From an optimization exercise on the open Yosys and OpenROAD flow, aimed at a short achievable clock period; shortcuts taken in it are not production practice.
Only simulation tests tie the RTL to the original design; equivalence was not proved.
No activity file was given, so power comes from the tool's default toggle rates.

$ cat flow/run.sh
#!/bin/bash
# synth_recipe.tcl (not shown) runs the flow's synth.tcl, then flattens the netlist and writes it again
# the make line also repeats each setting of config.mk as NAME=value (left out here)
make -C /OpenROAD-flow-scripts/flow DESIGN_CONFIG=/design/flow/config.mk WORK_HOME=/design/flow/orfs CLKGATE_MAP_FILE= SYNTH_SCRIPT=/design/flow/synth_recipe.tcl finish
$ cat flow/config.mk
export PLATFORM = sky130hd
export DESIGN_NAME = writeBufferCtrl
export DESIGN_NICKNAME = writeBufferCtrl
export VERILOG_FILES = /design/flow/design.v
export SDC_FILE = /design/flow/constraint.sdc
export NUM_CORES = 4
export LEC_CHECK = 0
export CAP_MARGIN = 20
export CORE_MARGIN = 2
export CORE_UTILIZATION = 40
export CTS_CLUSTER_DIAMETER = 80
export CTS_CLUSTER_SIZE = 24
export SETUP_SLACK_MARGIN = 2.8
export SLEW_MARGIN = 20
export TNS_END_PERCENT = 100
$ cat flow/constraint.sdc
create_clock -name core_clock -period 5.0 [get_ports {clk}]
set_input_delay 1.0000 -clock core_clock [delete_from_list [all_inputs] [get_ports {clk}]]
set_output_delay 1.0000 -clock core_clock [all_outputs]
set_load 0.01 [all_outputs]
$ cat flow/design.v
package writeBufferPkg;
    localparam int SlotCount = 8 * 8;    
    localparam int SlotAddrW = 3 + 3;   
endpackage
`timescale 1ns/1ns
module writeBufferCtrl (
    input  logic                  clk,
    input  logic                  rst,
    input  logic [64-1:0] writeData,
    input  logic [4-1:0]   writeDataId,
    input  logic [1-1:0] writeDataUser,
    input  logic [8-1:0]  writeDataStrb,
    input  logic                  writeDataLast,
    input  logic                  writeDataValid,
    input  logic                  writeAckReady,
    output logic                  writeAckValid,
    output logic [4-1:0]   writeAckId,
    output logic [1-1:0] writeAckUser,
    output logic                  bufferFull,
    output logic [4-1:0]  outstanding,
    input  logic                  issueValid,
    input  logic [4-1:0]   issueId,
    input  logic [1-1:0] issueUser,
    input  logic                  phyFifoReady,
    input  logic                  writeModeAck,
    output logic [64-1:0] phyData,
    output logic                  phyStrb,
    output logic                  phyLast,
    output logic                  phyValid
);
    localparam int D  = 8;
    localparam int B  = 8;
    localparam int S  = D * B;           
    localparam int DW = 64;
    function automatic logic [D-1:0] lowestOH(input logic [D-1:0] v);
        logic [D-1:0] below;
        below = '0;
        for (int i = 1; i < D; i++) below[i] = below[i-1] | v[i-1];
        lowestOH = v & ~below;
    endfunction
    logic          inBurst;              
    logic [B-1:0]  beatW;                
    logic [D-1:0]  allocOH;              
    logic          canStart;             
    logic [S-1:0]  wsel;                 
    logic [D-1:0]  validVec;             
    logic [D-1:0]  issuedVec;            
    logic [4-1:0]   entryId   [D];
    logic [1-1:0] entryUser [D];
    logic [B-1:0]          entryMask [D];
    logic          locked;               
    logic [D-1:0]  serveOH;              
    logic [B-1:0]  beatR;                
    logic          anyIss;               
    logic [DW-1:0] mem [S];
    logic beatAccept, lastAccept;
    assign lastAccept = writeDataValid && writeDataLast && writeAckReady;
    assign beatAccept = writeDataValid && (writeDataLast ? writeAckReady : canStart);
    assign writeAckValid = lastAccept;
    assign writeAckId    = writeDataId;
    assign writeAckUser  = writeDataUser;
    logic [D-1:0] matchVec, issueOH;
    always_comb begin
        for (int i = 0; i < D; i++) begin
            matchVec[i] = validVec[i] && !issuedVec[i]
                          && (entryId[i] == issueId) && (entryUser[i] == issueUser);
        end
    end
    assign issueOH = issueValid ? lowestOH(matchVec) : '0;
    logic serving, serveDone;
    logic [D-1:0] freeOH;
    assign serving   = phyFifoReady && (locked || anyIss);
    assign serveDone = serving && beatR[B-1];
    assign freeOH    = serveDone ? serveOH : '0;
    logic          inBurstN, canStartN, lockedN;
    logic [B-1:0]  beatWN, beatRN;
    logic [D-1:0]  validN, issuedN, allocN, serveN;
    logic [S-1:0]  wselN;
    always_comb begin
        inBurstN = inBurst;
        beatWN   = beatW;
        if (beatAccept) begin
            inBurstN = !writeDataLast;
            beatWN   = writeDataLast ? B'(1) : {beatW[B-2:0], beatW[B-1]};
        end
        validN    = (validVec & ~freeOH) | (lastAccept ? allocOH : '0);
        issuedN   = (issuedVec & ~freeOH) | issueOH;
        allocN    = inBurstN ? allocOH : lowestOH(~validN);
        canStartN = inBurstN || !(&validN);
        lockedN = serving ? !beatR[B-1] : locked;
        beatRN  = serving ? {beatR[B-2:0], beatR[B-1]} : beatR;
        serveN  = lockedN ? serveOH : lowestOH(issuedN);
        for (int e = 0; e < D; e++) begin
            for (int b = 0; b < B; b++) begin
                wselN[e*B+b] = canStartN && allocN[e] && beatWN[b];
            end
        end
    end
    always_ff @(posedge clk or negedge rst) begin
        if (!rst) begin
            inBurst   <= 1'b0;
            beatW     <= B'(1);
            allocOH   <= D'(1);
            canStart  <= 1'b1;
            wsel      <= S'(1);
            validVec  <= '0;
            issuedVec <= '0;
            bufferFull <= 1'b0;
            locked    <= 1'b0;
            serveOH   <= '0;
            beatR     <= B'(1);
            anyIss    <= 1'b0;
            phyValid  <= 1'b0;
            phyLast   <= 1'b0;
            outstanding <= '0;
        end else begin
            inBurst   <= inBurstN;
            beatW     <= beatWN;
            allocOH   <= allocN;
            canStart  <= canStartN;
            wsel      <= wselN;
            validVec  <= validN;
            issuedVec <= issuedN;
            bufferFull <= &validN;
            locked    <= lockedN;
            serveOH   <= serveN;
            beatR     <= beatRN;
            anyIss    <= |issuedN;
            phyValid  <= serving;
            phyLast   <= serveDone;
            case ({lastAccept, writeModeAck})
                2'b10:   outstanding <= outstanding + 1'b1;
                2'b01:   outstanding <= outstanding - 1'b1;
                default: outstanding <= outstanding;
            endcase
        end
    end
    always_ff @(posedge clk) begin
        for (int e = 0; e < D; e++) begin
            if (lastAccept && allocOH[e]) begin
                entryId[e]   <= writeDataId;
                entryUser[e] <= writeDataUser;
                entryMask[e] <= writeDataStrb;
            end
        end
    end
    for (genvar s = 0; s < S; s++) begin : g_slot
        always_ff @(posedge clk) begin
            if (wsel[s]) mem[s] <= writeData;
        end
    end
    logic [DW-1:0] rowData [1:B-1];
    logic [B-1:1]  rowStrb;
    logic [DW-1:0] entryWord [B];        
    logic [B-1:0]  entryStrbBits;
    always_comb begin
        for (int b = 0; b < B; b++) begin
            entryWord[b]     = '0;
            entryStrbBits[b] = 1'b0;
            for (int e = 0; e < D; e++) begin
                entryWord[b]     = entryWord[b] | ({DW{serveOH[e]}} & mem[e*B+b]);
                entryStrbBits[b] = entryStrbBits[b] | (serveOH[e] & entryMask[e][b]);
            end
        end
    end
    always_ff @(posedge clk) begin
        if (!locked) begin
            for (int b = 1; b < B; b++) begin
                rowData[b] <= entryWord[b];
                rowStrb[b] <= entryStrbBits[b];
            end
        end
    end
    logic [DW-1:0] rowWord;
    logic          rowBit;
    always_comb begin
        rowWord = '0;
        rowBit  = 1'b0;
        for (int b = 1; b < B; b++) begin
            rowWord = rowWord | ({DW{beatR[b]}} & rowData[b]);
            rowBit  = rowBit | (beatR[b] & rowStrb[b]);
        end
    end
    always_ff @(posedge clk) begin
        phyData <= locked ? rowWord : entryWord[0];
        phyStrb <= locked ? rowBit : entryStrbBits[0];
    end
endmodule
==> results of run 1 <==
==> path summary, 6_finish.rpt <==
kind / endpoint / cells after the start
max: phyData[20] / 1
min: outstanding[0]$_DFFE_PN0P_ / 1
max reg2reg: serveOH[6]$_DFFE_PN0N_ / 7
min reg2reg: rowData[1][45]$_DFFE_PN_ / 2
max in group asynchronous: beatR[0]$_DFFE_PN1N_ / 2
min in group core_clock: entryUser[2]$_DFFE_PP_ / 2
==> routing by layer <==
layer	GRT usage [%]	vias to the layer above
li1	-	37000
met1	32.9	50700
met2	42.4	6658
met3	4.54	1197
met4	11.6	24
met5	0	-
==> cell type report <==
| cell class | instances | share of cell area (%) |
|---|---|---|
| Multi-Input combinational cell | 3238 | 12.5 |
| Antenna cell | 47 | 0.0622 |
| Clock inverter | 17 | 0.151 |
| Timing Repair Buffer | 576 | 3.73 |
| Tap cell | 5640 | 3.73 |
| Sequential cell | 4843 | 76.5 |
| Inverter | 27 | 0.0569 |
| Clock buffer | 351 | 3.27 |
==> registers in the layout, summed over array words and instances (netlist names), 4 cells and up <==
name	count
issuedVec	8
phyData	64
outstanding	4
beatR	8
serveOH	8
allocOH	8
rowStrb	7
rowData	448
entryId	32
wsel	64
mem	4096
entryMask	64
beatW	8
validVec	8
entryUser	8
==> report_power, final <==
part / total, uW / leakage, uW / internal [uW] / switching, uW
sequential: 46200 / 0.0440 / 45500 / 725
combinational: 2190 / 0.00929 / 469 / 1720
clock: 21100 / 0.00309 / 8650 / 12400
==> layout by cell type (no fill, tap or decap), types with 7 or more instances in the layout <==
cell type / n
nand4_1: 462
diode_2: 47
a221oi_2: 8
xnor2_1: 25
buf_16: 36
nor2_1: 72
a31oi_1: 53
a221oi_1: 57
a31oi_2: 9
a22o_1: 8
bufbuf_16: 20
dfrtp_1: 38
a211oi_2: 21
edfxtp_1: 4655
clkbuf_1: 121
buf_6: 101
mux2_2: 7
xor2_1: 12
dfxtp_2: 15
a22oi_1: 2080
nand2_1: 146
nand3_1: 66
buf_2: 56
buf_4: 254
dfxtp_4: 48
dfrtp_4: 79
buf_12: 73
a211oi_1: 43
clkdlybuf4s50_1: 10
inv_1: 24
a222oi_1: 65
clkbuf_16: 244
==> cells by family (layout without fill, tap and decap cells) <==
group	count (synthesis)	count (layout)	share of synthesized area [%]
compound gates	2393	2393	10.7
xor+xnor	44	44	0.232
fa+ha+maj	4	4	0.0340
buf+inv	571	971	1.30
flops	4843	4843	85.1
mux	8	8	0.0524
other cells	0	47	0
simple gates	789	789	2.58
==> what timing repair did <==
| item | CTS | global route |
|---|---|---|
| buffers inserted | 95 | 37 |
| hold buffers | 0 | 0 |
| pin swaps | 19 | 46 |
| cloned | 20 | 15 |
| endpoints found under the setup margin | 895 | 280 |
| gates resized for setup | 693 | 71 |
==> per-stage QoR <==
stage | setup WS [ns] | instance area (um2) | utilization (%) | TNS, ns
global placement | 1.05 | 179000 | 42.5 | 0
CTS | 2.31 | 188000 | 44.6 | 0
global route | 2.33 | 189000 | 44.9 | 0
finish | 2.38 | 189000 | 44.9 | 0
floorplan | -3.27 | 170000 | - | -1264.62
detailed placement | 1.19 | 179000 | 42.5 | 0
==> qor.yml, run 1 <==
rsz0062_at_grt: "true"
cpPeakStageDelay_ns: 0.48
clk_path_buf_depth: 4
via_count: 95600
p_leak_uw: 0.0563
antenna_found_initial: 54
arrival_ns: 1.62
avgRoutedWirePerCell_um: 38.7
rows: 238
cp_top_family: "flip-flops"
io_buffers: 167
critPathCaptureType: "output port"
wl_met2_mm: 275
area_delta_synth_final_pct: 11.7
min_period_ns: 2.62
powerDensity_nw_per_um2: 367
ys_async_sr_fraction_pct: 2.54
synth-edff-count: 4655
yosys.area.top_type: "edfxtp_1"
hold_violations: 0
synth_flop_cell: "edfxtp_1"
skew_ns: 0.0946
fin_hold_ws_ns: 0.203
grt_max_degree: 143
crit_required_ns: 4.00
setup_violations: 0
drt_iter0_drc: 15300
finalPower_uw: 69500
path_max_fanout: 1
synthMostInstantiatedCell: "edfxtp_1"
fin_crit_sh_pct: 52.4
synth_area_um2: 169000
path_cells: "buf_6"
synth-seq-cells: 4843
insertion_delay_ns: 1.04
synthesis.nets: 8746
cts_root_buffer: "clkbuf_16"
start_util_pct: 40.2
startpoint_type: "flip-flop"
rr_startpoint: "entryUser[2]$_DFFE_PP_"
worst_pin_slew_ns: 1.21
drt_pass1_iterations: 8
cts.sinks: 4843
grt-ovfl-total: 0
coreArea_um2: 421000
relSlewSlack_pct: 19.4
worst_path_max_delay_cell: "dfxtp_4"
gp_congestion: 0.833
highest_layer: "met5"
synth_area_leaders: "edfxtp_1 (83%), a22oi_1 (9.2%), dfrtp_1 (1.7%)"
stdcell_count: 14700
seq_area_frac_synth_pct: 85.1
crit_start: "phyData[20]$_DFF_P_"
regArea_um2: 145000
layout-drive-gt1-share_pct: 11.9
path_class: "flip-flop to output port"
track_usage_pct: 25.6
numCtsBuffers: 227
r2r_slack_ns: 2.60
synth_area_per_cell_um2: 19.6
netlist.area_leader.share_pct: 82.5
placedCellCount: 14200
min_path_type: "input pin to async pin"
syn_inst: 8652
h-tree-depth: 4
wl_met3_mm: 60.7
ant_nets: 0
io_pins: 168
multi_input_comb_area_um2: 23700
first_global_vias: 90700
yosysWarnings: 7
fillers: 35300
grt_pass1_wl_mm: 761
synth_commonest_cells: "edfxtp_1 (4,655), a22oi_1 (2,086), clkbuf_1 (491)"
cts_tree: "yes"
peakVddDrop_v: 0.000356
drv_slew: 0
die_area_um2: 429000
cts.clk_slew.worst_paths_ns: 0.10
synth.distinct_cells: 56
wl_met1_mm: 205
crit_buf_inv: 1
status: "no timing/DRC/antenna violations"
die_width_um: 655
fin_nets: 9007
clock.fmax_ghz: 0.382
maxCapViolCount: 0
die_h_um: 655
dp_hpwl_mm: 276
routed_via_density: 6.48
drc: 0
drt_wl_total_mm: 570
==> run 2, diff against run 1 <==
--- a/flow/design.v
+++ b/flow/design.v
@@ -89,7 +89,8 @@
         canStartN = inBurstN || !(&validN);
         lockedN = serving ? !beatR[B-1] : locked;
         beatRN  = serving ? {beatR[B-2:0], beatR[B-1]} : beatR;
-        serveN  = lockedN ? serveOH : lowestOH(issuedN);
+        serveN  = lockedN ? serveOH
+                          : lowestOH((issuedVec & ~freeOH) | (issueValid ? matchVec : '0));
         for (int e = 0; e < D; e++) begin
             for (int b = 0; b < B; b++) begin
                 wselN[e*B+b] = canStartN && allocN[e] && beatWN[b];
==> flow/flow/run.sh (new file) <==
#!/bin/bash
# Standard ORFS layout with footprint-free sizing and a timing margin, plus one
# placement step: the flip-flops that drive output ports are put beside their
# port buffers before clock tree synthesis.
set -euo pipefail
VARS="MATCH_CELL_FOOTPRINT=0 SETUP_SLACK_MARGIN=2.8 TNS_END_PERCENT=100"
bash standard.sh $VARS place > flow_place.log 2>&1
PLACE_ODB=$(pwd)/orfs/results/sky130hd/writeBufferCtrl/base/3_place.odb
export PLACE_ODB
openroad -no_init -exit flow/move_out_regs.tcl > flow_move_out_regs.log 2>&1
bash standard.sh $VARS finish > flow_finish.log 2>&1
==> flow/flow/move_out_regs.tcl (new file) <==
# Move each flip-flop that drives an output port's buffer next to that buffer
# (its other loads, if any, follow in legalization and timing repair),
# then legalize. Only placement changes; no cell or net is added or removed.
read_db $::env(PLACE_ODB)
set block [ord::get_db_block]
set n 0
foreach bt [$block getBTerms] {
  if {[$bt getIoType] != "OUTPUT"} continue
  set net [$bt getNet]
  set bufi ""
  foreach it [$net getITerms] { if {[$it isOutputSignal]} { set bufi [$it getInst] } }
  if {$bufi == ""} continue
  set drvi ""
  set fanout 0
  foreach it [$bufi getITerms] {
    if {[$it isInputSignal]} {
      set n2 [$it getNet]
      foreach it2 [$n2 getITerms] {
        if {[$it2 isOutputSignal]} { set drvi [$it2 getInst] } else { incr fanout }
      }
    }
  }
  if {$drvi == ""} continue
  if {![string match "*__df*" [[$drvi getMaster] getName]]} continue
  set loc [$bufi getLocation]
  $drvi setLocation [lindex $loc 0] [lindex $loc 1]
  incr n
  puts "moved [$drvi getName] to [$bufi getName] at $loc"
}
puts "moved $n flip-flops"
detailed_placement
check_placement -verbose
write_db $::env(PLACE_ODB)
==> flow/standard.sh (new file) <==
#!/bin/bash
# synth_recipe.tcl (not shown) runs the flow's synth.tcl, then flattens the netlist and writes it again
# the make line also repeats each setting of config.mk as NAME=value (left out here)
make -C /OpenROAD-flow-scripts/flow DESIGN_CONFIG=/design/flow/config.mk WORK_HOME=/design/flow/orfs CLKGATE_MAP_FILE= SYNTH_SCRIPT=/design/flow/synth_recipe.tcl "${@:-finish}"
--- a/flow/config.mk
+++ b/flow/config.mk
@@ -7,9 +7,7 @@
 export LEC_CHECK = 0
 export CAP_MARGIN = 20
 export CORE_MARGIN = 2
-export CORE_UTILIZATION = 40
+export CORE_UTILIZATION = 65
 export CTS_CLUSTER_DIAMETER = 80
 export CTS_CLUSTER_SIZE = 24
-export SETUP_SLACK_MARGIN = 2.8
 export SLEW_MARGIN = 20
-export TNS_END_PERCENT = 100
removed: flow/run.sh
==> run 2 against run 1 <==
Compared with the run above:
- sequential cell count unchanged
- largest power group unchanged
- clock skew down 0.053 ns
- synthesized area up 0.20%
- still clean
- non-clock buffer count up 171
- count of clock-buffer cells in the layout down 26
- worst setup slack better by 0.12 ns
==> qor.yml, run 2 <==
status: "no timing/DRC/antenna violations"
insertion_delay_ns: 0.96
startpoint_type: "flip-flop"
area_delta_synth_final_pct: 12.0
pre_cts_ws_ns: 1.44
first_global_vias: 90900
drc: 0
worst_path_max_delay_cell: "dfrtp_1"
synth_flop_cell: "edfxtp_1"
path_cells: "clkbuf_2"
finalPower_uw: 76800
relSlewSlack_pct: 14.0
cpPeakStageDelay_ns: 0.42
p_seq_share_pct: 62.1
min_path_type: "input pin to async pin"
rows: 187
powerDensity_nw_per_um2: 404
netlist.area_leader.share_pct: 82.4
drt_iter0_drc: 19700
internal_power_uw: 57800
io_buffers: 167
yosys.area.top_type: "edfxtp_1"
setup_violations: 0
die_area_um2: 265000
clk_path_buf_depth: 3
synth_area_leaders: "edfxtp_1 (82%), a22oi_1 (9.2%), dfrtp_1 (1.7%)"
cts_tree: "yes"
die_h_um: 515
hold_violations: 0
critPathCaptureType: "output port"
coreArea_um2: 260000
routed_via_density: 7.84
seq_area_frac_synth_pct: 84.9
cts.sinks: 4843
ys_async_sr_fraction_pct: 2.54
multi_input_comb_area_um2: 24900
largest_reg_flops: 4096
gp_congestion: 0.829
track_usage_pct: 43.0
synth_area_um2: 170000
io_pins: 168
cts_root_buffer: "clkbuf_16"
fillers: 15300
grt_max_degree: 107
swShare_pct: 24.7
cp_top_family: "flip-flops"
synth.distinct_cells: 70
drt_wl_total_mm: 584
final_common_cell: "edfxtp_1"
synthMostInstantiatedCell: "edfxtp_1"
crit_buf_inv: 1
top_regs: "mem (4096), rowData (448)"
die_width_um: 515
numCtsBuffers: 220
grt-ovfl-total: 0
dp_hpwl_mm: 260
comb_power_share_pct: 11.1
yosysWarnings: 7
worst_pin_slew_ns: 1.29
power.switching_uw: 19000
grt_pass1_wl_mm: 767
syn_inst: 8688
arrival_ns: 1.50
rsz0062_at_grt: "true"
setup_ws_ns: 2.50
synth-edff-count: 4655
clkPwrFrac_pct: 26.7
setup_tns_ns: 0
ant_nets: 0
drv_slew: 0
maxCapViolCount: 0
min_period_ns: 2.50
cts.clk_slew.worst_paths_ns: 0.09
via_count: 99500
synth_commonest_cells: "edfxtp_1 (4,655), a22oi_1 (2,085), clkbuf_1 (502)"
fin_nets: 9206
path_max_fanout: 2
start_util_pct: 65.4
clock.fmax_ghz: 0.400
fin_crit_sh_pct: 50.0
peakVddDrop_v: 0.000452
regArea_um2: 145000
h-tree-depth: 4
mostFrequentLayoutCells: "edfxtp_1 (4,655), a22oi_1 (2,068), nand4_1 (460), clkbuf_16 (311), buf_4 (308)"
drt_pass1_iterations: 8
regMostFlops: "mem"
crit_required_ns: 4.00
dpl_cell_area_um2: 176000
finish.utilization_pct: 73.2
synth-seq-cells: 4843
path_class: "flip-flop to output port"
avgRoutedWirePerCell_um: 45.9
synthesis.nets: 8782
p_leak_uw: 0.0581
fin_area_um2: 190000
antenna_found_initial: 69
skew_ns: 0.0419
layout-drive-gt1-share_pct: 14.7
synth_area_per_cell_um2: 19.5
## run 2: cell types whose count changed in the layout (fill, tap and decap cells not counted), sizes merged, moves of 6 or more
cell	previous run	this run
nand2	148	162
o21ai	5	11
bufbuf	20	0
nor4b	10	4
clkbuf	366	420
buf	526	640
diode	47	71
## run 2: repair_timing
action / in CTS / in global routing
pin swaps: 78 / 105
setup endpoints to repair: 1147 / 225
gates resized for setup: 710 / 145
buffers inserted: 171 / 97
cloned: 54 / 36
hold buffers: 0 / 0
## run 2: power groups by stage
stage	Combinational, uW	Clock, uW	Sequential, uW
global route	8740	21700	47800
floorplan	3180	0	48300
CTS	7680	20400	47600
finish	8550	20500	47700
global placement	6120	0	48700
detailed placement	6240	0	48700
## run 2: path summary, 6_finish.rpt
check                                      startpoint                         end  slack (ns)  cells past startpoint
setup reg to reg               serveOH[7]$_DFFE_PN0N_         phyData[25]$_DFF_P_        2.61                      7
hold reg to reg                  beatR[0]$_DFFE_PN1N_        beatR[0]$_DFFE_PN1N_        0.54                      1
setup / recovery           outstanding[0]$_DFFE_PN0P_              outstanding[0]        2.50                      1
max in group asynchronous                         rst      serveOH[1]$_DFFE_PN0N_        3.76                      2
hold / removal                                    rst  outstanding[2]$_DFFE_PN0P_        0.09                      1
min in group core_clock                writeDataId[0]     entryId[7][0]$_DFFE_PP_        0.39                      2
## run 2: cell families after synthesis
logic type | Yosys count | share of synthesized area (%)
AO/OA/AOI/OAI | 2410 | 10.8
adder cells (fa/ha/maj) | 4 | 0.0339
XOR/XNOR | 44 | 0.271
flip-flops | 4843 | 84.9
buffers and inverters | 572 | 1.32
multiplexers | 9 | 0.0590
AND/OR/NAND/NOR | 806 | 2.62
## run 2: area by class of cell
| class | instances | share of cell area [%] |
|---|---|---|
| flip-flops and latches | 4843 | 76.0 |
| multi-input cells | 3273 | 13.1 |
| repair buffers | 747 | 5.21 |
| clock buffers | 325 | 3.18 |
| well taps | 3402 | 2.24 |
| clock inverters | 15 | 0.106 |
| diodes | 71 | 0.0935 |
| inverters | 26 | 0.0546 |
| repair inverters | 1 | 0.00263 |
## run 2: per-stage QoR
step	std cells	hold WS (ns)
global route	12700	0.152
floorplan	8688	0.476
global placement	11900	0.466
detailed placement	11900	0.459
CTS	12500	0.247
finish	12700	0.0868
## run 2: per-layer routing
| layer | wire length (um) | part of all wire, % | vias to the layer above | track usage (%) |
|---|---|---|---|---|
| li1 | - | - | 37500 | - |
| met1 | 197000 | 34 | 51600 | 60.3 |
| met2 | 262000 | 45 | 8874 | 64.1 |
| met3 | 86900 | 15 | 1529 | 10.1 |
| met4 | 36800 | 6.3 | 44 | 21.8 |
| met5 | 295 | 0.051 | - | 0 |
==> run 3, diff against run 2 <==
--- a/flow/design.v
+++ b/flow/design.v
@@ -50,6 +50,8 @@
     logic [B-1:0]          entryMask [D];
     logic          locked;               
     logic [D-1:0]  serveOH;              
+    logic [D-1:0]  firstIss;             
+    logic [15:0]   pendRing;             
     logic [B-1:0]  beatR;                
     logic          anyIss;               
     logic [DW-1:0] mem [S];
@@ -74,7 +76,9 @@
     assign freeOH    = serveDone ? serveOH : '0;
     logic          inBurstN, canStartN, lockedN;
     logic [B-1:0]  beatWN, beatRN;
-    logic [D-1:0]  validN, issuedN, allocN, serveN;
+    logic [D-1:0]  validN, issuedN, allocN, serveN, firstN;
+    logic [15:0]   pendN;
+    logic [4-1:0] pendBin;
     logic [S-1:0]  wselN;
     always_comb begin
         inBurstN = inBurst;
@@ -89,8 +93,18 @@
         canStartN = inBurstN || !(&validN);
         lockedN = serving ? !beatR[B-1] : locked;
         beatRN  = serving ? {beatR[B-2:0], beatR[B-1]} : beatR;
-        serveN  = lockedN ? serveOH
-                          : lowestOH((issuedVec & ~freeOH) | (issueValid ? matchVec : '0));
+        firstN  = lowestOH((issuedVec & ~freeOH) | (issueValid ? matchVec : '0));
+        serveN  = lockedN ? serveOH : firstN;
+        pendN = pendRing;
+        case ({lastAccept, writeModeAck})
+            2'b10:   pendN = {pendRing[14:0], pendRing[15]};
+            2'b01:   pendN = {pendRing[0], pendRing[15:1]};
+            default: pendN = pendRing;
+        endcase
+        pendBin = '0;
+        for (int k = 0; k < 16; k++) begin
+            if (pendN[k]) pendBin = pendBin | 4'(k);
+        end
         for (int e = 0; e < D; e++) begin
             for (int b = 0; b < B; b++) begin
                 wselN[e*B+b] = canStartN && allocN[e] && beatWN[b];
@@ -109,6 +123,8 @@
             bufferFull <= 1'b0;
             locked    <= 1'b0;
             serveOH   <= '0;
+            firstIss  <= '0;
+            pendRing  <= 16'd1;
             beatR     <= B'(1);
             anyIss    <= 1'b0;
             phyValid  <= 1'b0;
@@ -125,15 +141,13 @@
             bufferFull <= &validN;
             locked    <= lockedN;
             serveOH   <= serveN;
+            firstIss  <= firstN;
+            pendRing  <= pendN;
+            outstanding <= pendBin;
             beatR     <= beatRN;
             anyIss    <= |issuedN;
             phyValid  <= serving;
             phyLast   <= serveDone;
-            case ({lastAccept, writeModeAck})
-                2'b10:   outstanding <= outstanding + 1'b1;
-                2'b01:   outstanding <= outstanding - 1'b1;
-                default: outstanding <= outstanding;
-            endcase
         end
     end
     always_ff @(posedge clk) begin
@@ -154,8 +168,10 @@
     logic [B-1:1]  rowStrb;
     logic [DW-1:0] entryWord [B];        
     logic [B-1:0]  entryStrbBits;
-    always_comb begin
-        for (int b = 0; b < B; b++) begin
+    logic [DW-1:0] firstWord;            
+    logic          firstStrb;
+    always_comb begin
+        for (int b = 1; b < B; b++) begin
             entryWord[b]     = '0;
             entryStrbBits[b] = 1'b0;
             for (int e = 0; e < D; e++) begin
@@ -164,6 +180,14 @@
             end
         end
     end
+    always_comb begin
+        firstWord = '0;
+        firstStrb = 1'b0;
+        for (int e = 0; e < D; e++) begin
+            firstWord = firstWord | ({DW{firstIss[e]}} & mem[e*B]);
+            firstStrb = firstStrb | (firstIss[e] & entryMask[e][0]);
+        end
+    end
     always_ff @(posedge clk) begin
         if (!locked) begin
             for (int b = 1; b < B; b++) begin
@@ -183,7 +207,7 @@
         end
     end
     always_ff @(posedge clk) begin
-        phyData <= locked ? rowWord : entryWord[0];
-        phyStrb <= locked ? rowBit : entryStrbBits[0];
+        phyData <= locked ? rowWord : firstWord;
+        phyStrb <= locked ? rowBit : firstStrb;
     end
 endmodule
==> run 3 against run 2 <==
Compared with the run above:
- utilization down 1.8 points
- global-route usage down 2.0 points
- die area up 0.42%
- power down 9.0%
- largest power group unchanged
- fmax up 1.5%
- synthesized area up 0.42%
- count of clock-buffer cells in the layout up 13
- clock skew down 0.0015 ns
- cell area down 1.8%
==> qor.yml, run 3 <==
cpPeakStageDelay_ns: 0.26
rsz0062_at_grt: "true"
antenna_found_initial: 85
peakVddDrop_v: 0.000395
arrival_ns: 1.46
min_path_type: "input pin to async pin"
regMostFlops: "mem"
path_class: "input pin to output port"
die_area_um2: 266000
p_leak_uw: 0.0556
mostFrequentLayoutCells: "edfxtp_1 (4,655), a22oi_1 (2,083), nand4_1 (460), buf_4 (237), clkbuf_16 (228)"
syn_inst: 8774
first_global_vias: 89600
drt_iter0_drc: 16500
seq_area_frac_synth_pct: 84.9
ys_async_sr_fraction_pct: 3.00
highest_layer: "met5"
worst_pin_slew_ns: 1.21
synth_area_per_cell_um2: 19.4
synthMostInstantiatedCell: "edfxtp_1"
grt-ovfl-total: 0
routed_via_density: 7.56
maxCapViolCount: 0
ant_nets: 0
synth_area_leaders: "edfxtp_1 (82%), a22oi_1 (9.3%), dfrtp_1 (2.1%)"
drt_pass1_iterations: 6
worst_path_max_delay_cell: "and3_4"
drv_slew: 0
cts.sinks: 4866
r2r-end: "rowData[6][53]$_DFFE_PN_"
rr_startpoint: "locked$_DFF_PN0_"
track_usage_pct: 41.0
path_cells: "buf_8 -> and3_4 -> buf_6"
cts_tree: "yes"
grt_max_degree: 132
yosys.area.top_type: "edfxtp_1"
dp_hpwl_mm: 275
hold_violations: 0
setup_ws_ns: 2.54
setup_violations: 0
io_buffers: 167
die_width_um: 516
cts_root_buffer: "clkbuf_16"
critPathCaptureType: "output port"
coreArea_um2: 262000
wl_met3_mm: 72.5
synth_flop_cell: "edfxtp_1"
netlist.area_leader.share_pct: 82.0
yosysWarnings: 7
relSlewSlack_pct: 19.0
synth-seq-cells: 4866
skew_ns: 0.0404
synth_commonest_cells: "edfxtp_1 (4,655), a22oi_1 (2,102), clkbuf_1 (499)"
synth_area_um2: 170000
fin_nets: 9056
fin_crit_sh_pct: 49.2
avgRoutedWirePerCell_um: 43.1
r2r_cells: 6
r2r_slack_ns: 2.60
fillers: 16100
via_count: 96500
drc: 0
layout-drive-gt1-share_pct: 11.9
final_common_cell: "edfxtp_1"
die_h_um: 516
status: "no timing/DRC/antenna violations"
powerDensity_nw_per_um2: 374
cts-hold-fix-buffers: 0
largest_reg_flops: 4096
top_regs: "mem (4096), rowData (448)"
synth.distinct_cells: 64
area_delta_synth_final_pct: 9.51
startpoint_type: "input pin"
clock.fmax_ghz: 0.406
wl_met1_mm: 191
wl_met2_mm: 251
numCtsBuffers: 221
min_period_ns: 2.46
start_util_pct: 65.2
io_pins: 168
h-tree-depth: 4
insertion_delay_ns: 0.93
clk_path_buf_depth: 3
path_max_fanout: 2
pre_cts_ws_ns: 1.42
finalPower_uw: 69800
synth-edff-count: 4655
cts.clk_slew.worst_paths_ns: 0.09
drt_wl_total_mm: 550
rows: 188
gp_congestion: 0.878
crit_required_ns: 4.00
synthesis.nets: 8866
grt_pass1_wl_mm: 739
-- run 3: layout make-up --
type,count,area (um2),share of cell area [%]
Clock buffer,338,6050,3.24
Tap cell,3515,4400,2.36
Inverter,27,111,0.0597
Antenna cell,158,395,0.212
Multi-Input combinational cell,3331,24700,13.2
Sequential cell,4866,145000,77.8
Clock inverter,12,140,0.0751
Timing Repair Buffer,517,5710,3.06
-- run 3: repair_timing --
| action | 4_1_cts | 5_1_grt |
|---|---|---|
| buffers inserted | 100 | 32 |
| pin swaps | 12 | 25 |
| endpoints found under the setup margin | 1193 | 281 |
| resized for setup | 587 | 75 |
| gates cloned | 1 | 4 |
-- run 3: routing by layer --
metal | up-vias | global-route usage, %
met1 | 50200 | 56.1
met3 | 1374 | 10.0
met5 | - | 0
met4 | 46 | 22.5
li1 | 37300 | -
met2 | 7513 | 61.7
-- run 3: per-stage QoR --
stage	util [%]	hold slack (ns)	cells	instance area, um2	TNS, ns
after global placement	67.6	0.507	12100	177000	0
after CTS	70.8	0.219	12600	185000	0
final	71.4	0.208	12800	187000	0
after floorplan	-	0.459	8774	171000	-1260.51
after global routing	71.3	0.219	12700	187000	0
after detailed placement	67.6	0.502	12100	177000	0
-- run 3: worst max-delay path by stage --
stage	to	slack (ns)	cells after the start	start
after global routing	writeAckValid	2.51	3	writeDataLast
after global placement	writeAckValid	1.41	3	writeDataLast
final	writeAckValid	2.54	3	writeDataLast
after detailed placement	writeAckValid	1.42	3	writeDataLast
after CTS	bufferFull	2.51	1	bufferFull$_DFF_PN0_
after floorplan	rowData[1][0]$_DFFE_PN_	-2.72	2	locked$_DFF_PN0_
-- run 3: worst max-delay path: cells and delay by family --
| family | cells | cell delay (ns) |
|---|---|---|
| AND/OR/NAND/NOR | 1 | 0.26 |
| buffers and inverters | 2 | 0.19 |
-- run 3: logic make-up after synthesis --
family | Yosys count | synth area share [%]
flip-flops | 4866 | 84.9
AO/OA/AOI/OAI | 2432 | 10.8
AND/OR/NAND/NOR | 853 | 2.72
buffers and inverters | 578 | 1.32
XOR/XNOR | 40 | 0.210
multiplexers | 3 | 0.0220
adder cells (fa/ha/maj) | 2 | 0.0147
-- run 3: where the power goes --
part | switching (uW) | leakage, uW | internal, uW
clock network | 11900 | 0.00297 | 8430
registers | 815 | 0.0433 | 45700
logic | 2290 | 0.00928 | 757
total | 15000 | 0.0556 | 54800
==> run 4, diff against run 3 <==
==> flow/flow/run.sh (replaced) <==
#!/bin/bash
# Standard ORFS layout with footprint-free sizing and a timing margin, plus:
# - the pins of each combinational input-to-output path are placed side by side;
# - the flip-flops that drive output ports are put beside their port buffers
#   before clock tree synthesis.
set -euo pipefail
VARS="MATCH_CELL_FOOTPRINT=0 SETUP_SLACK_MARGIN=2.8 TNS_END_PERCENT=100 PRE_IO_PLACEMENT_TCL=$(pwd)/flow/io_groups.tcl"
bash standard.sh $VARS place > flow_place.log 2>&1
PLACE_ODB=$(pwd)/orfs/results/sky130hd/writeBufferCtrl/base/3_place.odb
export PLACE_ODB
openroad -no_init -exit flow/move_out_regs.tcl > flow_move_out_regs.log 2>&1
bash standard.sh $VARS finish > flow_finish.log 2>&1
==> flow/flow/io_groups.tcl (new file) <==
# Sourced as PRE_IO_PLACEMENT_TCL: keep the pins of each combinational
# input-to-output path side by side, so those paths get no long wires.
set_io_pin_constraint -group -order -pin_names {writeDataValid writeDataLast writeAckValid writeAckReady}
set_io_pin_constraint -group -order -pin_names {writeDataId[0] writeAckId[0] writeDataId[1] writeAckId[1]}
set_io_pin_constraint -group -order -pin_names {writeDataId[2] writeAckId[2] writeDataId[3] writeAckId[3]}
set_io_pin_constraint -group -order -pin_names {writeDataUser writeAckUser}
==> run 4 against run 3 <==
Compared with the run above:
- still clean on timing, DRC and antenna
- power rose by 0.66%
- register-to-register slack improved by 0.02 ns
- combinational power rose by 3%
- synthesized area did not move
- sequential cell count did not move
- die area did not move
- synthesized cell count did not move
- first-iteration DRC count rose by 4.1%
- cell count fell by 0.11%
- critical endpoint is now phyData[25]
==> qor.yml, run 4 <==
path_max_fanout: 1
hold_violations: 0
area_delta_synth_final_pct: 9.91
synth_area_leaders: "edfxtp_1 (82%), a22oi_1 (9.3%), dfrtp_1 (2.1%)"
synth-edff-count: 4655
rows: 188
largest_reg_flops: 4096
insertion_delay_ns: 0.95
rsz0062_at_grt: "true"
peakVddDrop_v: 0.000413
status: "no timing/DRC/antenna violations"
powerDensity_nw_per_um2: 375
startpoint_type: "flip-flop"
crit_buf_inv: 1
path_class: "flip-flop to output port"
synth.distinct_cells: 64
maxCapViolCount: 0
cts_tree: "yes"
avgRoutedWirePerCell_um: 43.1
routed_via_density: 7.60
cts.sinks: 4866
cpPeakStageDelay_ns: 0.36
worst_pin_slew_ns: 1.32
drc: 0
yosys.area.top_type: "edfxtp_1"
die_h_um: 516
synth_area_per_cell_um2: 19.4
path_depth: 1
fin_crit_sh_pct: 49.3
critPathCaptureType: "output port"
via_count: 96900
top_regs: "mem (4096), rowData (448)"
antenna_found_initial: 71
die_width_um: 516
r2r-end: "phyData[46]$_DFF_P_"
syn_inst: 8774
numCtsBuffers: 229
min_path_type: "input pin to async pin"
coreArea_um2: 262000
mostFrequentLayoutCells: "edfxtp_1 (4,655), a22oi_1 (2,082), nand4_1 (460), buf_4 (269), clkbuf_16 (245)"
grt-ovfl-total: 0
regMostFlops: "mem"
r2r_slack_ns: 2.62
start_util_pct: 65.2
arrival_ns: 1.47
first_global_vias: 89700
clock.fmax_ghz: 0.406
rr_startpoint: "beatR[6]$_DFFE_PN0N_"
ys_async_sr_fraction_pct: 3.00
finish.utilization_pct: 71.6
cp-endpoint: "phyData[25]"
synth-seq-cells: 4866
path_cells: "buf_12"
crit_start: "phyData[25]$_DFF_P_"
drt_iter0_drc: 17200
synth_commonest_cells: "edfxtp_1 (4,655), a22oi_1 (2,102), clkbuf_1 (499)"
clk_path_buf_depth: 4
worst_path_max_delay_cell: "dfxtp_2"
gp_congestion: 0.879
track_usage_pct: 40.8
finalPower_uw: 70300
die_area_um2: 266000
layout-drive-gt1-share_pct: 12.6
yosysWarnings: 7
netlist.area_leader.share_pct: 82.0
min_period_ns: 2.47
seq_area_frac_synth_pct: 84.9
setup_violations: 0
cts.clk_slew.worst_paths_ns: 0.10
grt_max_degree: 133
io_buffers: 167
drt_wl_total_mm: 549
drv_slew: 0
io_pins: 168
r2r_cells: 3
synth_area_um2: 170000
final_common_cell: "edfxtp_1"
synthesis.nets: 8866
grt_pass1_wl_mm: 739
ant_nets: 0
p_leak_uw: 0.0559
drt_pass1_iterations: 7
h-tree-depth: 4
dp_hpwl_mm: 277
cts_root_buffer: "clkbuf_16"
setup_tns_ns: 0
skew_ns: 0.0375
relSlewSlack_pct: 12.0
synthMostInstantiatedCell: "edfxtp_1"
cp_top_family: "flip-flops"
crit_required_ns: 4.00
fin_nets: 9093
synth_flop_cell: "edfxtp_1"
fin_hold_ws_ns: 0.0403
[run 4: cell counts after synthesis]
No cell type changed its count.
[run 4: how the worst min path moves through the flow]
| stage | from | endpoint | slack, ns | depth (start not counted) |
|---|---|---|---|---|
| 2_1_floorplan | issuedVec[3]$_DFF_PN0_ | issuedVec[3]$_DFF_PN0_ | 0.46 | 2 |
| 3_3_place_gp | beatR[0]$_DFFE_PN1N_ | beatR[1]$_DFFE_PN0N_ | 0.50 | 2 |
| 3_5_place_dp | issuedVec[5]$_DFF_PN0_ | issuedVec[5]$_DFF_PN0_ | 0.51 | 2 |
| 4_1_cts | rst | wsel[18]$_DFF_PN0_ | 0.03 | 1 |
| 5_1_grt | rst | wsel[42]$_DFF_PN0_ | 0.09 | 1 |
| 6_report | rst | wsel[2]$_DFF_PN0_ | 0.04 | 1 |
[run 4: logic make-up (layout without fill, tap and decap cells)]
kind of cell,count (synthesis),after routing,synth area share [%]
muxes,3,3,0.0220
buffers and inverters,578,914,1.32
and+or+nand+nor,853,853,2.72
xor gates and xnor gates,40,40,0.210
AOI/OAI and AO/OA,2432,2433,10.8
adders and majority gates,2,2,0.0147
DFF,4866,4866,84.9
other,0,124,0
[run 4: power by group]
group | internal (uW) | total [uW] | switching (uW)
sequential | 45700 | 46500 | 866
combinational | 810 | 3140 | 2330
clock | 8650 | 20600 | 12000
[run 4: layer usage]
| layer | GRT usage [%] | routed length (um) | vias to the layer above |
|---|---|---|---|
| met5 | 0 | 218 | - |
| met2 | 61.9 | 251000 | 7748 |
| met3 | 9.39 | 74600 | 1365 |
| met1 | 56.3 | 190000 | 50400 |
| li1 | - | - | 37300 |
| met4 | 20.9 | 33700 | 34 |
[run 4: cell type report]
class | instances | area, um2
Sequential cell | 4866 | 145000
Fill cell | 15800 | 74200
Multi-Input combinational cell | 3331 | 25100
Clock buffer | 334 | 6230
Timing Repair Buffer | 546 | 5950
Tap cell | 3515 | 4400
Antenna cell | 124 | 310
Inverter | 27 | 119
Clock inverter | 7 | 70.1
[run 4: through the flow]
stage	instance area [um2]	std cells	worst slack (ns)
after floorplan	171000	8774	-2.72
after global placement	177000	12100	0.954
after detailed placement	177000	12100	1.39
after CTS	186000	12600	2.50
after global routing	187000	12700	2.53
final	187000	12800	2.53
[run 4: what timing repair did]
action | 4_1_cts | 5_1_grt
hold buffers | 0 | 0
setup buffers | 86 | 49
gates resized for setup | 662 | 102
endpoints found under the setup margin | 1071 | 240
gates cloned | 7 | 6
pin swaps | 22 | 44
hold endpoints to repair | 0 | 0
==> run 5, diff against run 4 <==
--- a/flow/design.v
+++ b/flow/design.v
@@ -189,11 +189,9 @@
         end
     end
     always_ff @(posedge clk) begin
-        if (!locked) begin
-            for (int b = 1; b < B; b++) begin
-                rowData[b] <= entryWord[b];
-                rowStrb[b] <= entryStrbBits[b];
-            end
+        for (int b = 1; b < B; b++) begin
+            rowData[b] <= entryWord[b];
+            rowStrb[b] <= entryStrbBits[b];
         end
     end
     logic [DW-1:0] rowWord;
==> run 5 against run 4 <==
Compared with the run above:
- worst setup slack improved by 0.022 ns
- critical path type unchanged
- fmax rose by 0.92%
- synthesized cell count barely moved
- power rose by 5.8%
- first-iteration DRC count fell by 4.3%
- critical path depth did not move
- count of clock-buffer cells in the layout rose by 64
- clock skew fell by 0.0064 ns
- via count fell by 2.3%
- sequential share of layout area fell by 0.51 points
- largest power group unchanged
- cell area fell by 2.5%
- combinational power rose by 93%
==> qor.yml, run 5 <==
die_h_um: 509
placedCellCount: 12000
cpPeakStageDelay_ns: 0.39
regMostFlops: "mem"
cts_tree: "yes"
synth.distinct_cells: 68
r2r_slack_ns: 2.66
critPathCaptureType: "output port"
min_path_type: "input pin to async pin"
crit_buf_inv: 1
peakVddDrop_v: 0.000392
via_count: 94700
dpl_cell_area_um2: 172000
path_depth: 1
netlist.area_leader.share_pct: 76.0
first_global_vias: 88200
arrival_ns: 1.44
fin_crit_sh_pct: 48.9
synth-seq-cells: 4866
cts-hold-fix-buffers: 0
hold_violations: 0
clock.fmax_ghz: 0.409
grt_pass1_wl_mm: 712
io_buffers: 167
setup_ws_ns: 2.56
mostFrequentLayoutCells: "edfxtp_1 (4,200), a22oi_1 (2,091), nand4_1 (461), dfxtp_1 (458), buf_4 (248)"
status: "no timing/DRC/antenna violations"
drt_iter0_drc: 16400
drc: 0
path_max_fanout: 1
synthMostInstantiatedCell: "edfxtp_1"
cp_top_family: "flip-flops"
rsz0062_at_grt: "true"
drt_wl_total_mm: 527
powerDensity_nw_per_um2: 407
grt_max_degree: 134
largest_reg_flops: 4096
drt_pass1_iterations: 7
die_area_um2: 259000
layout-drive-gt1-share_pct: 12.5
insertion_delay_ns: 0.90
fin_area_um2: 183000
yosys.area.top_type: "edfxtp_1"
setup_tns_ns: 0
top_regs: "mem (4096), rowData (448)"
clk_path_buf_depth: 3
fin_hold_ws_ns: 0.116
avgRoutedWirePerCell_um: 41.9
start_util_pct: 65.4
rr_startpoint: "locked$_DFF_PN0_"
synth_commonest_cells: "edfxtp_1 (4,200), a22oi_1 (2,102), dfxtp_1 (520)"
track_usage_pct: 40.2
rows: 185
synth_flop_cell: "edfxtp_1"
r2r_cells: 6
dp_hpwl_mm: 261
cp-endpoint: "bufferFull"
r2r-end: "phyData[50]$_DFF_P_"
syn_inst: 8777
crit_required_ns: 4.00
synth_area_leaders: "edfxtp_1 (76%), a22oi_1 (9.5%), dfxtp_1 (6.3%)"
pre_cts_ws_ns: 1.38
synth_area_per_cell_um2: 18.9
antenna_found_initial: 65
gp_congestion: 0.854
synth-edff-count: 4200
synth_area_um2: 166000
ant_nets: 0
stdcell_count: 12600
path_class: "flip-flop to output port"
worst_pin_slew_ns: 1.27
cts.sinks: 4866
seq_area_frac_synth_pct: 84.5
synthesis.nets: 8869
yosysWarnings: 7
io_pins: 168
numCtsBuffers: 221
h-tree-depth: 4
ys_async_sr_fraction_pct: 3.00
area_delta_synth_final_pct: 10.1
path_cells: "clkbuf_2"
final_common_cell: "edfxtp_1"
cts_root_buffer: "clkbuf_16"
routed_via_density: 7.52
min_period_ns: 2.44
p_leak_uw: 0.0564
coreArea_um2: 254000
fillers: 15200
startpoint_type: "flip-flop"
worst_path_max_delay_cell: "dfrtp_1"
skew_ns: 0.0311
crit_start: "bufferFull$_DFF_PN0_"
relSlewSlack_pct: 15.1
die_width_um: 509
drv_slew: 0
grt-ovfl-total: 0
cts.clk_slew.worst_paths_ns: 0.10
maxCapViolCount: 0
setup_violations: 0
fin_nets: 9080
==> run 5: cell count changes after synthesis, sizes merged, moves of 4 or more <==
cell | previous run | this run
dfxtp | 65 | 520
edfxtp | 4655 | 4200
nand2 | 191 | 182
inv | 25 | 31
xnor2 | 30 | 24
xor2 | 10 | 16
a22oi | 2104 | 2109
a22o | 7 | 3
nor4b | 4 | 0
o31ai | 4 | 0
==> run 5: timing repair <==
item / CTS / global route
gates cloned: 1 / 5
setup endpoints to repair: 752 / 182
pin swaps: 18 / 29
setup buffers: 114 / 35
gates resized for setup: 626 / 120
==> run 5: logic make-up (layout without fill, tap and decap cells) <==
kind of cell	count (synthesis)	in the layout	share of synthesized area, %
muxes	7	7	0.0467
DFF	4866	4866	84.5
AOI/OAI and AO/OA	2431	2433	11.1
adders and majority gates	2	2	0.0151
and+or+nand+nor	849	849	2.78
other	0	43	0
xor gates and xnor gates	40	40	0.211
buffers and inverters	582	979	1.36
==> run 5: per-stage QoR <==
step | total power, uW | utilization (%)
floorplan | 50700 | -
finish | 74400 | 71.9
detailed placement | 53700 | 67.8
global placement | 53600 | 67.7
CTS | 73900 | 71.4
global route | 76000 | 71.9
==> run 5: worst min path at each step <==
| stage | cells after the start | slack, ns | to |
|---|---|---|---|
| after floorplan | 2 | 0.44 | beatR[0]$_DFFE_PN1N_ |
| after global placement | 2 | 0.45 | beatR[0]$_DFFE_PN1N_ |
| after detailed placement | 2 | 0.45 | rowData[3][27]$_DFF_P_ |
| after CTS | 1 | 0.09 | pendRing[2]$_DFF_PN0_ |
| after global routing | 1 | 0.13 | pendRing[4]$_DFF_PN0_ |
| final | 1 | 0.12 | pendRing[2]$_DFF_PN0_ |
==> run 5: cell type report <==
type / instances / area [um2] / share of cell area (%)
repair buffers: 537 / 5940 / 3.25
multi-input cells: 3331 / 25300 / 13.8
inverters: 31 / 124 / 0.0678
well taps: 3366 / 4210 / 2.31
clock buffers: 398 / 6290 / 3.44
diodes: 43 / 108 / 0.0589
clock inverters: 13 / 124 / 0.0678
flip-flops and latches: 4866 / 141000 / 77.0
==> run 5: where the power goes <==
part	total, uW	leakage [uW]	switching (uW)	internal [uW]
logic	6050	0.00940	4210	1840
registers	47800	0.0440	1430	46400
clock network	20500	0.00304	11900	8600
total	74400	0.0564	17600	56800
==> run 5: layer usage <==
metal	share of wire, %	vias up	global-route usage (%)
li1	-	36900	-
met5	0.049	-	0
met2	46	7220	61.3
met3	13	1330	9.85
met1	35	49200	55.5
met4	5.6	36	19.3
==> run 6, diff against run 5 <==
==> flow/flow/move_out_regs.tcl (replaced) <==
# Put each output port's buffer at the core edge next to its pin, and the
# flip-flop that drives that buffer (if one does) beside it; then legalize.
# Only placement changes; no cell or net is added or removed.
read_db $::env(PLACE_ODB)
set block [ord::get_db_block]
set core [$block getCoreArea]
set cx0 [$core xMin]; set cy0 [$core yMin]; set cx1 [$core xMax]; set cy1 [$core yMax]
proc clamp { v lo hi } { expr {$v < $lo ? $lo : ($v > $hi ? $hi : $v)} }
set nb 0
set nf 0
foreach bt [$block getBTerms] {
  if {[$bt getIoType] != "OUTPUT"} continue
  set net [$bt getNet]
  set bufi ""
  foreach it [$net getITerms] { if {[$it isOutputSignal]} { set bufi [$it getInst] } }
  if {$bufi == ""} continue
  set pb [$bt getBBox]
  set px [expr {([$pb xMin] + [$pb xMax]) / 2}]
  set py [expr {([$pb yMin] + [$pb yMax]) / 2}]
  set bb [[$bufi getMaster] getWidth]
  set bh [[$bufi getMaster] getHeight]
  set x [clamp [expr {$px - $bb / 2}] $cx0 [expr {$cx1 - $bb}]]
  set y [clamp [expr {$py - $bh / 2}] $cy0 [expr {$cy1 - $bh}]]
  $bufi setLocation $x $y
  incr nb
  set drvi ""
  foreach it [$bufi getITerms] {
    if {[$it isInputSignal]} {
      set n2 [$it getNet]
      foreach it2 [$n2 getITerms] { if {[$it2 isOutputSignal]} { set drvi [$it2 getInst] } }
    }
  }
  if {$drvi == ""} continue
  if {![string match "*__df*" [[$drvi getMaster] getName]]} continue
  $drvi setLocation $x $y
  incr nf
}
puts "moved $nb output buffers and $nf flip-flops"
detailed_placement
check_placement -verbose
write_db $::env(PLACE_ODB)
==> run 6 against run 5 <==
Compared with the run above:
- worst hold slack gained 0.0036 ns
- critical path depth is the same
- synthesized cell count is the same
- first-iteration DRC count shrank 1.5%
- sequential cell count is the same
- routed wire length shrank 0.19%
- clock power is essentially flat
- global-route usage grew 0.15 points
- sequential power is essentially flat
- critical path type unchanged
- largest cell class unchanged
==> qor.yml, run 6 <==
ant_nets: 0
cts_root_buffer: "clkbuf_16"
final_common_cell: "edfxtp_1"
routed_via_density: 7.53
r2r_cells: 9
grt_max_degree: 134
skew_ns: 0.0518
cp_top_family: "flip-flops"
die_width_um: 509
synth_area_leaders: "edfxtp_1 (76%), a22oi_1 (9.5%), dfxtp_1 (6.3%)"
layout-drive-gt1-share_pct: 12.3
fin_crit_sh_pct: 48.6
min_period_ns: 2.43
critPathCaptureType: "output port"
synth-seq-cells: 4866
antenna_found_initial: 74
worst_path_max_delay_cell: "dfxtp_2"
powerDensity_nw_per_um2: 408
drv_slew: 0
drc: 0
rows: 185
peakVddDrop_v: 0.000381
netlist.area_leader.share_pct: 76.0
startpoint_type: "flip-flop"
cpPeakStageDelay_ns: 0.36
avgRoutedWirePerCell_um: 41.8
yosys.area.top_type: "edfxtp_1"
path_cells: "buf_6"
drt_wl_total_mm: 526
cts-hold-fix-buffers: 0
io_pins: 168
crit_buf_inv: 1
maxCapViolCount: 0
synth.distinct_cells: 68
synth_area_um2: 166000
cts_tree: "yes"
top_regs: "mem (4096), rowData (448)"
cts.sinks: 4866
setup_violations: 0
crit_required_ns: 4.00
h-tree-depth: 4
grt-ovfl-total: 0
mostFrequentLayoutCells: "edfxtp_1 (4,200), a22oi_1 (2,092), dfxtp_1 (467), nand4_1 (461), buf_4 (254)"
finish.utilization_pct: 71.9
synth_area_per_cell_um2: 18.9
r2r_slack_ns: 2.66
dp_hpwl_mm: 261
synthesis.nets: 8869
rsz0062_at_grt: "true"
track_usage_pct: 40.4
largest_reg_flops: 4096
first_global_vias: 88700
synth-edff-count: 4200
syn_inst: 8777
drt_pass1_iterations: 7
synthMostInstantiatedCell: "edfxtp_1"
clock.fmax_ghz: 0.412
io_buffers: 167
via_count: 94700
clk_path_buf_depth: 3
min_path_type: "input pin to async pin"
die_h_um: 509
drt_iter0_drc: 16200
coreArea_um2: 254000
start_util_pct: 65.4
seq_area_frac_synth_pct: 84.5
cp-endpoint: "phyData[56]"
path_class: "flip-flop to output port"
crit_start: "phyData[56]$_DFF_P_"
die_area_um2: 259000
insertion_delay_ns: 0.92
status: "no timing/DRC/antenna violations"
setup_tns_ns: 0
p_leak_uw: 0.0564
fin_nets: 9079
path_depth: 1
gp_congestion: 0.854
relSlewSlack_pct: 16.6
path_max_fanout: 1
arrival_ns: 1.43
numCtsBuffers: 222
cts.clk_slew.worst_paths_ns: 0.11
worst_pin_slew_ns: 1.25
synth_flop_cell: "edfxtp_1"
synth_commonest_cells: "edfxtp_1 (4,200), a22oi_1 (2,102), dfxtp_1 (520)"
r2r-end: "phyData[34]$_DFF_P_"
finalPower_uw: 74600
ys_async_sr_fraction_pct: 3.00
rr_startpoint: "locked$_DFF_PN0_"
regMostFlops: "mem"
yosysWarnings: 7
area_delta_synth_final_pct: 10.0
grt_pass1_wl_mm: 715
hold_violations: 0
run 6: cell types whose count changed in the layout (fill, tap and decap cells not counted), moves of 4 or more:
cell / before / now
diode_2: 43 / 33
nor2_4: 14 / 3
buf_2: 50 / 56
buf_6: 86 / 75
dfxtp_2: 62 / 52
a31oi_1: 21 / 15
buf_4: 248 / 254
nor2_2: 4 / 9
nor2_1: 69 / 75
dfxtp_1: 458 / 467
inv_6: 8 / 4
run 6: worst min-delay path by stage:
| stage | startpoint | to | cells past startpoint |
|---|---|---|---|
| after floorplan | beatR[0]$_DFFE_PN1N_ | beatR[0]$_DFFE_PN1N_ | 2 |
| after global placement | beatR[0]$_DFFE_PN1N_ | beatR[0]$_DFFE_PN1N_ | 2 |
| after detailed placement | mem[35][27]$_DFFE_PP_ | rowData[3][27]$_DFF_P_ | 2 |
| after CTS | rst | pendRing[2]$_DFF_PN0_ | 1 |
| after global routing | rst | outstanding[1]$_DFF_PN0_ | 1 |
| final | rst | pendRing[4]$_DFF_PN0_ | 1 |
run 6: kinds of logic (layout without fill, tap and decap cells):
family                     after synthesis  after routing  share of synthesized area [%]
and+or+nand+nor                        849            849                           2.78
DFF                                   4866           4866                           84.5
adders and majority gates                2              2                         0.0151
AOI/OAI and AO/OA                     2431           2434                           11.1
other                                    0             33                              0
buffers and inverters                  582            979                           1.36
muxes                                    7              7                         0.0467
xor gates and xnor gates                40             40                          0.211
run 6: worst register-to-register path, delay by kind of cell (launching register included):
kind                   cells  cell delay (ns)
AO/OA/AOI/OAI              2             0.52
buffers and inverters      6             1.11
flip-flops                 1             0.49
AND/OR/NAND/NOR            1             0.06
run 6: where the power goes:
| part | switching (uW) | internal [uW] | leakage (uW) |
|---|---|---|---|
| Combinational | 4220 | 1820 | 0.00937 |
| Sequential | 1430 | 46400 | 0.0440 |
| Clock | 12000 | 8760 | 0.00309 |
run 6: metal layers:
metal,track usage [%],wire (um)
met5,0,437
met1,55.0,184000
met4,19.3,29000
met3,10.2,70700
met2,62.0,242000
run 6: area by class of cell:
class | count | area (um2)
clock buffers | 403 | 6380
diodes | 33 | 82.6
inverters | 31 | 124
fillers | 15200 | 71300
repair buffers | 534 | 5800
flip-flops and latches | 4866 | 141000
well taps | 3366 | 4210
multi-input cells | 3332 | 25300
clock inverters | 11 | 143
run 6: metrics by stage:
stage               setup WS (ns)  cell area [um2]  std cells  hold WS, ns
floorplan                    2.27           166000       8777        0.439
global placement             1.39           172000      12000        0.448
detailed placement           1.38           172000      12000        0.454
CTS                          2.54           182000      12500        0.109
global route                 2.54           183000      12600        0.150
finish                       2.57           183000      12600        0.120
run 6: timing repair:
action / 4_1_cts / 5_1_grt
pin swaps: 21 / 29
endpoints found under the hold margin: 0 / 0
gates cloned: 2 / 3
resized for setup: 579 / 98
buffers inserted: 118 / 33
setup endpoints to repair: 709 / 187

## afterwards: timing with drivers on the ports
How much do the figures lean on ideal ports? The routed layouts below were timed once more, with nothing changed but the port constraints. Step 1 (the two cells are an assumption about what drives the block):
set clk [get_ports {clk}]
set_driving_cell -lib_cell sky130_fd_sc_hd__clkbuf_16 $clk
set_driving_cell -lib_cell sky130_fd_sc_hd__buf_2 [delete_from_list [all_inputs] $clk]
Step 2 times the ports against the registers' clock, not the clock port: input delays grow and output delays shrink by t, the midpoint of the rising clock arrivals with the driver on. Three values: ideal, step 1, step 2; two values: the first two.
| run | shift t [ns] | setup WS [ns] | hold WS [ns] | latest minus earliest clock arrival (ns) |
|---|---|---|---|---|
| run 1 | 1.103 | 2.381 / 2.265 / 1.578 | 0.203 / 0.150 / 0.513 | 0.103 / 0.104 |
| run 2 | 1.050 | 2.501 / 2.386 / 1.778 | 0.087 / 0.098 / 0.540 | 0.045 / 0.045 |
| run 3 | 1.022 | 2.538 / 2.446 / 1.776 | 0.208 / 0.303 / 0.522 | 0.046 / 0.046 |
| run 4 | 1.039 | 2.535 / 2.425 / 1.766 | 0.040 / 0.138 / 0.526 | 0.042 / 0.042 |
| run 5 | 0.998 | 2.557 / 2.447 / 1.967 | 0.116 / 0.112 / 0.458 | 0.035 / 0.036 |
| run 6 | 1.006 | 2.572 / 2.465 / 1.790 | 0.120 / 0.119 / 0.457 | 0.053 / 0.053 |
After both steps every run listed still meets setup and hold. For run 1, which loses most, drivers alone change the setup slack by -0.116 ns; drivers and shift together by -0.803 ns.
